This design comes from an exercise in tuning for small area and a short achievable clock period on the open sky130 flow, not from production work.
Function was checked by simulation only, so behaviour that the tests miss may differ from the original.
The flow treats the clock pin as an ideal source, which a real chip does not have.
No activity file was given, so power comes from the tool's default toggle rates.

Setup of lane 1:
Design risc16_dmem_resp, start of the top module:
module risc16_dmem_resp #(
    parameter int WAIT_CYCLES = 2,
    parameter int ADDR_W      = risc16_pkg::ADDR_W_DEF,
    parameter int DATA_W      = risc16_pkg::DATA_W_DEF
) (
    input  logic              clk,
    input  logic              rst,
    input  logic              req_valid,
    output logic              req_ready,
    input  logic              req_we,
    input  logic [ADDR_W-1:0] req_addr,
    input  logic [DATA_W-1:0] req_wdata,
    output logic              rsp_valid,
    input  logic              rsp_ready,
    output logic [DATA_W-1:0] rsp_rdata,
    input  logic              ld_en,
    input  logic [ADDR_W-1:0] ld_addr,
    input  logic [DATA_W-1:0] ld_data,
    output logic              busy
);
    logic        busy_q;     
    logic        busy_o;     
    logic        wait1_q;    
    logic        wait2_q;    
    logic        valid_q;    
    logic        valid_o;    
    logic        lat_we;
    logic [7:0]  ld_wr;      
    logic [7:0]  st_wr;      
    logic [7:0]  half_q;     
    logic [63:0] sel_q;      
    logic [3:0]  quarter_q;  
    logic [15:0] wdata_q;    
    logic [15:0] rsp_q;      
    logic        idle;
    logic        accept;
    logic [7:0]  a_in;
    logic [15:0] ram_rdata;
    assign idle      = !busy_q;
    assign req_ready = !busy_o && !ld_en && !rst;
    assign accept    = req_valid && idle && !ld_en;
    assign busy      = busy_o;
  ...
Size: about 12000 cells after synthesis, about 73 I/O pins, about 160000 sq um of cells after synthesis.
Settings: LEC_CHECK=0, CAP_MARGIN=20, CORE_MARGIN=2, CORE_UTILIZATION=40, SETUP_SLACK_MARGIN=2.85, SLEW_MARGIN=20, SYNTH_HIERARCHICAL=1; clock period 5.5 ns.
standard.sh (not shown) runs the stock make flow with config.mk's settings and CLKGATE_MAP_FILE= SYNTH_SCRIPT=/design/flow/synth_recipe.tcl, a recipe that flattens the netlist after the stock synthesis.
==> flow/flow/run.sh <==
#!/bin/bash
# Layout flow: the standard flow (standard.sh) with one change to how the layout is
# made: clock_tree_synthesis uses clkbuf_16 only, clusters of up to 20 sinks within 60 um,
# and no dummy loads. Each ORFS step writes its own log under orfs/logs; the make output
# as a whole goes to standard.log in this folder.
set -euo pipefail
export CTS_ARGS="-sink_clustering_enable -repair_clock_nets -dont_use_dummy_load -buf_list sky130_fd_sc_hd__clkbuf_16 -sink_clustering_size 20 -sink_clustering_max_diameter 60"
bash standard.sh > standard.log 2>&1
Modified inputs, lane 2 compared to lane 1
Settings: swapping 2.85 for 2.5 in SETUP_SLACK_MARGIN.
Findings:
Summary of the comparison: post-route fraction of the period consumed by the critical path is higher in lane 2, relative to lane 1. Area of combinational cells with multiple inputs delta (lane 2 -> lane 1): insignificant. Relative to lane 1, maximum cell stage delay along the critical path has gone down in lane 2. Lane 2 — sequential share of layout area 0.23 points higher, lane 1 as reference. Power after layout, lane 1 and lane 2: smaller value in lane 2. Compared lane 1 against lane 2; count of filler cells inserted in the layout within noise. The run with more routed wire is lane 1, not lane 2. Of lane 1 and lane 2, the run reporting the lower switching fraction of total power was lane 2. Lane 2 has less setup slack than lane 1.

========
The RTL this note starts from:
==> flow/design.v <==
package risc16_pkg;
    localparam int ADDR_W_DEF = 8;
    localparam int DATA_W_DEF = 16;
    localparam logic [2:0] OP_LW = 3'b101;
    localparam logic [2:0] OP_SW = 3'b100;
    typedef enum logic [1:0] {
        IDLE = 2'd0,
        WAIT = 2'd1,
        RESP = 2'd2
    } dmem_state_t;
endpackage
module risc16_word (
    input  logic        clk,
    input  logic        set,
    input  logic        keep,
    input  logic [15:0] d,
    output logic [15:0] q
);
    always_ff @(posedge clk) begin
        q <= (q & {16{keep}}) | (d & {16{set}});
    end
endmodule
module risc16_wset (
    input  logic we,
    input  logic sel,
    output logic set
);
    assign set = we & sel;
endmodule
module risc16_wkeep (
    input  logic we,
    input  logic sel,
    output logic keep
);
    assign keep = ~(we & sel);
endmodule
module risc16_rd3 (
    input  logic        s0,
    input  logic        s1,
    input  logic        s2,
    input  logic [15:0] q0,
    input  logic [15:0] q1,
    input  logic [15:0] q2,
    output logic [15:0] yn
);
    assign yn = ~((q0 & {16{s0}}) | (q1 & {16{s1}}) | (q2 & {16{s2}}));
endmodule
module risc16_half (
    input  logic        clk,
    input  logic [31:0] sel,      
    input  logic        we,       
    input  logic [15:0] wdata,
    output logic [15:0] part_n    
);
    localparam int NLEAF = 11;    
    logic [31:0] wset;
    logic [31:0] wkeep;
    logic [15:0] q  [32];
    logic [15:0] yn [NLEAF];
    logic [15:0] andv;
    for (genvar w = 0; w < 32; w++) begin : g_word
        risc16_wset u_set (
            .we  (we),
            .sel (sel[w]),
            .set (wset[w])
        );
        risc16_wkeep u_keep (
            .we   (we),
            .sel  (sel[w]),
            .keep (wkeep[w])
        );
        risc16_word u_word (
            .clk  (clk),
            .set  (wset[w]),
            .keep (wkeep[w]),
            .d    (wdata),
            .q    (q[w])
        );
    end
    for (genvar l = 0; l < NLEAF - 1; l++) begin : g_leaf
        risc16_rd3 u_rd (
            .s0 (sel[3*l]),
            .s1 (sel[3*l+1]),
            .s2 (sel[3*l+2]),
            .q0 (q[3*l]),
            .q1 (q[3*l+1]),
            .q2 (q[3*l+2]),
            .yn (yn[l])
        );
    end
    assign yn[NLEAF-1] = ~((q[30] & {16{sel[30]}}) | (q[31] & {16{sel[31]}}));
    always_comb begin
        andv = '1;
        for (int l = 0; l < NLEAF; l++) begin
            andv = andv & yn[l];
        end
    end
    always_ff @(posedge clk) begin
        part_n <= andv;
    end
endmodule
module risc16_ram256 (
    input  logic        clk,
    input  logic [63:0] sel,       
    input  logic [3:0]  quarter,   
    input  logic [7:0]  we,        
    input  logic [15:0] wdata,
    output logic [15:0] rdata      
);
    logic [15:0] part_n [8];
    for (genvar h = 0; h < 8; h++) begin : g_half
        risc16_half u_h (
            .clk    (clk),
            .sel    (sel[32*(h%2) +: 32]),
            .we     (we[h]),
            .wdata  (wdata),
            .part_n (part_n[h])
        );
    end
    always_comb begin
        rdata = '0;
        for (int g = 0; g < 4; g++) begin
            rdata = rdata | (~(part_n[2*g] & part_n[2*g+1]) & {16{quarter[g]}});
        end
    end
endmodule
module risc16_dmem_resp #(
    parameter int WAIT_CYCLES = 2,
    parameter int ADDR_W      = risc16_pkg::ADDR_W_DEF,
    parameter int DATA_W      = risc16_pkg::DATA_W_DEF
) (
    input  logic              clk,
    input  logic              rst,
    input  logic              req_valid,
    output logic              req_ready,
    input  logic              req_we,
    input  logic [ADDR_W-1:0] req_addr,
    input  logic [DATA_W-1:0] req_wdata,
    output logic              rsp_valid,
    input  logic              rsp_ready,
    output logic [DATA_W-1:0] rsp_rdata,
    input  logic              ld_en,
    input  logic [ADDR_W-1:0] ld_addr,
    input  logic [DATA_W-1:0] ld_data,
    output logic              busy
);
    logic        busy_q;     
    logic        busy_o;     
    logic        wait1_q;    
    logic        wait2_q;    
    logic        valid_q;    
    logic        valid_o;    
    logic        lat_we;
    logic [7:0]  ld_wr;      
    logic [7:0]  st_wr;      
    logic [7:0]  half_q;     
    logic [63:0] sel_q;      
    logic [3:0]  quarter_q;  
    logic [15:0] wdata_q;    
    logic [15:0] rsp_q;      
    logic        idle;
    logic        accept;
    logic [7:0]  a_in;
    logic [15:0] ram_rdata;
    assign idle      = !busy_q;
    assign req_ready = !busy_o && !ld_en && !rst;
    assign accept    = req_valid && idle && !ld_en;
    assign busy      = busy_o;
    assign rsp_valid = valid_o;
    assign rsp_rdata = rsp_q;
    always_ff @(posedge clk or posedge rst) begin
        if (rst) begin
            busy_q  <= 1'b0;
            busy_o  <= 1'b0;
            wait1_q <= 1'b0;
            wait2_q <= 1'b0;
            valid_q <= 1'b0;
            valid_o <= 1'b0;
            st_wr   <= '0;
        end else begin
            wait1_q <= accept;
            wait2_q <= wait1_q;
            st_wr   <= half_q & {8{wait1_q && lat_we}};
            if (wait2_q) begin
                valid_q <= 1'b1;
            end else if (rsp_ready) begin
                valid_q <= 1'b0;
            end
            if (wait2_q) begin
                valid_o <= 1'b1;
            end else if (rsp_ready) begin
                valid_o <= 1'b0;
            end
            if (accept) begin
                busy_q <= 1'b1;
            end else if (valid_q && rsp_ready) begin
                busy_q <= 1'b0;
            end
            if (req_valid && !busy_o && !ld_en) begin
                busy_o <= 1'b1;
            end else if (valid_o && rsp_ready) begin
                busy_o <= 1'b0;
            end
        end
    end
    assign a_in = ld_en ? ld_addr : req_addr;
    always_ff @(posedge clk) begin
        ld_wr <= (8'd1 << ld_addr[7:5]) & {8{idle && ld_en}};
        if (idle) begin
            lat_we    <= req_we;
            sel_q     <= 64'd1 << a_in[5:0];
            quarter_q <= 4'd1 << a_in[7:6];
            half_q    <= 8'd1 << a_in[7:5];
            wdata_q   <= ld_en ? ld_data : req_wdata;
            rsp_q     <= req_wdata;
        end else if (wait2_q && !lat_we) begin
            rsp_q     <= ram_rdata;
        end
    end
    risc16_ram256 u_ram (
        .clk     (clk),
        .sel     (sel_q),
        .quarter (quarter_q),
        .we      (ld_wr | st_wr),
        .wdata   (wdata_q),
        .rdata   (ram_rdata)
    );
endmodule
export LEC_CHECK = 0
export CAP_MARGIN = 20
export CORE_MARGIN = 2
export CORE_UTILIZATION = 40
export CTS_BUF_LIST = sky130_fd_sc_hd__clkbuf_16
export CTS_CLUSTER_DIAMETER = 60
export CTS_CLUSTER_SIZE = 20
export SETUP_SLACK_MARGIN = 2.85
export SLEW_MARGIN = 20
export SYNTH_HIERARCHICAL = 1
create_clock -name core_clock -period 5.5 [get_ports {clk}]
run.sh (not shown) runs the stock make flow with config.mk's settings and CLKGATE_MAP_FILE= SYNTH_SCRIPT=/design/flow/synth_recipe.tcl, a recipe that flattens the netlist after the stock synthesis.
Stock flow here: none of the scripts above is used.
Rerun with:
CTS_CLUSTER_SIZE = 24   (was 20)
The new run went through all stages and came out clean.
Die area is unchanged.
Area after synthesis is unchanged.
Wire length shrinks by 0.48%.
Power shrinks by 0.49%.
Cell count stays flat.
Clock power shrinks by about 2%.
Clock skew shrinks by 19 ps.
Worst setup slack loses 13 ps.
Rerun with:
SETUP_SLACK_MARGIN = 3.0   (was 2.85)
The new run passed the timing, design-rule and antenna checks.
Via count climbs by 0.83%.
Critical path depth drops by 1.
Sequential cell count does not change.

[afterwards: timing with drivers on the ports]
The flow's constraints put no driver on any port. The routed layouts listed below were extracted and timed again, unchanged, in two steps.
Step 1, drivers: a clkbuf_16 drives clk and a buf_2 each remaining input, both assumed.
Step 2 also shifts input and output timing later by t, the mid clock arrival at the registers, as if the neighbouring blocks saw the same clock.
Three values: ideal ports, drivers, drivers and shift; two values: the first two.
| run | t (ns) | setup WS [ns] | hold slack, ns | worst slew at a driven data input, ns | cell pins on the clock port's net |
|---|---|---|---|---|---|
| lane 1 | 0.970 | 2.738 / 2.652 / 1.990 | 0.452 / 0.372 / 0.476 | 0.18 | 1 |
| lane 2 | 0.973 | 2.581 / 2.476 / 2.006 | 0.403 / 0.316 / 0.471 | 0.19 | 1 |
| the first run of note 2 | 0.993 | 2.764 / 2.669 / 1.944 | 0.437 / 0.357 / 0.479 | 0.17 | 1 |
| the second run of note 2 | 1.058 | 2.750 / 2.648 / 1.946 | 0.369 / 0.289 / 0.485 | 0.17 | 1 |
| the third run of note 2 | 1.052 | 2.724 / 2.606 / 1.966 | 0.331 / 0.237 / 0.485 | 0.13 | 1 |
After both steps setup and hold are still met in every run listed. The setup slack of the first run of note 2, which loses most, moves by -0.095 ns with the drivers and by -0.820 ns with both steps.
